This is an optimization exercise on Yosys and OpenROAD, whose aim is small area, a short achievable clock period and few clock cycles per item, not a production implementation.
Only simulation tests tie the RTL to the original design; equivalence was not proved.
Power is estimated from default activity; no workload was simulated.

// depth_grid_zone_averager
module depth_grid_zone_averager #(
	parameter int MAX_WIDTH  = dgza_pkg::DEF_MAX_WIDTH,
	parameter int MAX_HEIGHT = dgza_pkg::DEF_MAX_HEIGHT
) (
	input  wire                                   clk,
	input  wire                                   arst_n,
	input  wire                                   cfg_we,
	input  wire  [dgza_pkg::CFG_IDX_W-1:0]        cfg_index,
	input  wire  [dgza_pkg::CFG_DATA_W-1:0]       cfg_data,
	input  wire                                   in_valid,
	output logic                                  in_ready,
	input  dgza_pkg::in_t                         in_data,
	output logic                                  out_valid,
	input  wire                                   out_ready,
	output dgza_pkg::out_t                        out_data
);
	localparam int CMP_W  = DIM_W + 2;
	localparam int STEP_W = $clog2(NSTEP + 1);
	localparam int PROD_W = 2 * DIM_W;
	dgza_pkg::state_t state_q;
	logic [DIM_W-1:0]  wraw_q, hraw_q;       
	logic [MEAN_W-1:0] thresh_q;
	always_ff @(posedge clk or negedge arst_n) begin
		if (!arst_n) begin
			wraw_q   <= RST_WIDTH;
			hraw_q   <= RST_HEIGHT;
			thresh_q <= RST_THRESHOLD;
		end else if (cfg_we) begin
			case (cfg_index)
				CFG_FRAME_WIDTH:    wraw_q   <= cfg_data[DIM_W-1:0];
				CFG_FRAME_HEIGHT:   hraw_q   <= cfg_data[DIM_W-1:0];
				CFG_NEAR_THRESHOLD: thresh_q <= cfg_data[MEAN_W-1:0];
				default: ;
			endcase
		end
	end
	logic [DIM_W-1:0] w_cl, h_cl;
	always_comb begin
		w_cl = wraw_q;
		if (wraw_q < DIM_W'(4)) w_cl = DIM_W'(4);
		else if ({2'b00, wraw_q} > CMP_W'(MAX_WIDTH)) w_cl = DIM_W'(MAX_WIDTH);
		h_cl = hraw_q;
		if (hraw_q < DIM_W'(4)) h_cl = DIM_W'(4);
		else if ({2'b00, hraw_q} > CMP_W'(MAX_HEIGHT)) h_cl = DIM_W'(MAX_HEIGHT);
	end
	logic [DIM_W-1:0] width_q, height_q;
	logic [CMP_W-1:0] w3_q, h3_q;
	always_ff @(posedge clk) begin
		width_q  <= w_cl;
  ...
For scale: ~930 flip-flops, about 87 I/O pins, about 50000 sq um of cells after synthesis.
Settings: LEC_CHECK=0, CAP_MARGIN=20, CORE_MARGIN=2, CORE_UTILIZATION=40, SLEW_MARGIN=20; clock period 12.0 ns.
standard.sh (not shown) runs the stock make flow with config.mk's settings and CLKGATE_MAP_FILE= SYNTH_SCRIPT=/design/flow/synth_recipe.tcl, a recipe that flattens the netlist after the stock synthesis.
==> flow/flow/run.sh <==
#!/bin/bash
# Own flow: the standard layout (standard.sh: unchanged synthesis, floorplan,
# power grid, placement, CTS and routing) with these knobs changed:
#  - a larger setup repair margin, so that the resizer works the paths down well
#    below the 12 ns clock period;
#  - buf_4 as the port buffer cell (every input and output still gets a buffer);
set -euo pipefail
bash standard.sh SETUP_SLACK_MARGIN=8.5 \
  "BUFFER_PORTS_ARGS=-buffer_cell sky130_fd_sc_hd__buf_4" \
  CTS_CLUSTER_SIZE=25 CTS_CLUSTER_DIAMETER=70 \
  finish > standard_flow.log 2>&1
The first run passed the timing, DRC and antenna checks.
Testbench counts at the start, summed over its fixed seeds: cycles 17,541, frames 96.
Next try:
==> flow/flow/run.sh (replaced) <==
#!/bin/bash
# Own flow: the standard layout (standard.sh: unchanged synthesis, floorplan,
# power grid, placement, CTS and routing) with two knobs changed:
#  - a larger setup repair margin, so that the resizer works the paths down well
#    below the 12 ns clock period;
#  - buf_4 as the port buffer cell (every input and output still gets a buffer).
# The SDC, clock period and all other settings are the design's.
set -euo pipefail
bash standard.sh SETUP_SLACK_MARGIN=8.5 "BUFFER_PORTS_ARGS=-buffer_cell sky130_fd_sc_hd__buf_4" finish > standard_flow.log 2>&1
Cell area goes up slightly; combinational power stays flat; non-clock buffer count goes up by 14; wire length goes up slightly; register-to-register slack gets worse by 0.04 ns; synthesized area is unchanged; setup slack gets better by 0.053 ns; via count goes up slightly; total power goes up by a few percent; sequential cell count is unchanged; cell count goes up slightly.

---

Setup of run A:
Another version of the RTL of depth_grid_zone_averager (not shown whole).
Size in the first run: roughly 930 flip-flops, ~87 I/O pins.
export LEC_CHECK = 0
export CAP_MARGIN = 20
export CORE_MARGIN = 2
export CORE_UTILIZATION = 40
export SLEW_MARGIN = 20
create_clock -name core_clock -period 12.0 [get_ports {clk}]
==> flow/flow/run.sh <==
#!/bin/bash
# Own flow: the standard layout (standard.sh: unchanged synthesis, floorplan,
# power grid, placement, CTS and routing) with two knobs changed:
#  - a larger setup repair margin, so that the resizer works the paths down well
#    below the 12 ns clock period;
#  - buf_4 as the port buffer cell (every input and output still gets a buffer).
# The SDC, clock period and all other settings are the design's.
set -euo pipefail
bash standard.sh SETUP_SLACK_MARGIN=8.5 "BUFFER_PORTS_ARGS=-buffer_cell sky130_fd_sc_hd__buf_4" finish > standard_flow.log 2>&1
Testbench counts of run A, summed over its fixed seeds: cycles 17,541, frames 96.
Modified inputs, run D compared to run A
==> flow/flow/run.sh <==
#!/bin/bash
# Own flow: the standard layout (standard.sh: unchanged synthesis, floorplan,
# power grid, placement, CTS and routing) with these knobs changed:
#  - a larger setup repair margin, so that the resizer works the paths down well
#    below the 12 ns clock period;
#  - buf_4 as the port buffer cell (every input and output still gets a buffer);
set -euo pipefail
bash standard.sh SETUP_SLACK_MARGIN=8.4 \
  "BUFFER_PORTS_ARGS=-buffer_cell sky130_fd_sc_hd__buf_4" \
  CTS_CLUSTER_SIZE=25 CTS_CLUSTER_DIAMETER=70 \
  finish > standard_flow.log 2>&1
Run D closes out successfully: all stages finished, all timing, DRC and antenna checks passed.
Diff run A -> run D | total power | down by a few percent
Actual slew at the worst max-slew pin ends up higher on run A.
Compared run D against run A; combined flip-flop and latch cell area within noise.
In the flow results for run A and run D, the area growth from synthesis to layout is larger on run A.
Compared run D against run A; die extent in x within noise.
Compared with run A, run D has extra setup slack.
Cmp run A and run D / sequential share of layout area / lower: run A
Between run D and run A, the power of the sequential group figures differ only marginally.
Relative to run A, the final instance area measured on run D has decreased by a few percent.

[port drivers added, routing unchanged]
How much do the figures lean on ideal ports? The routed layouts below were timed once more, with nothing changed but the port constraints.
Step 1: set_driving_cell puts a clkbuf_16 on clk and a buf_2 on each other input, an assumption about the parent block.
Step 2, shift: input delay + t, output delay - t, t = (earliest + latest rising clock arrival at the registers) / 2. This alone moves slack from input paths to output paths.
a / b / c = ideal ports / drivers / drivers and shift; a / b = the first two.
| run | t, ns | setup slack, ns | worst setup path after step 2 |
|---|---|---|---|
| the first run of note 1 | 0.785 | 8.242 / 8.168 / 7.804 | input to register |
| the second run of note 1 | 0.758 | 8.296 / 8.222 / 7.835 | input to register |
| run A | 0.774 | 8.210 / 8.250 / 7.476 | input to register |
| run D | 0.787 | 8.313 / 8.233 / 7.654 | input to register |
After both steps every run listed still meets setup and hold. The setup slack of run A, which loses most, moves by +0.040 ns with the drivers and by -0.734 ns with both steps.
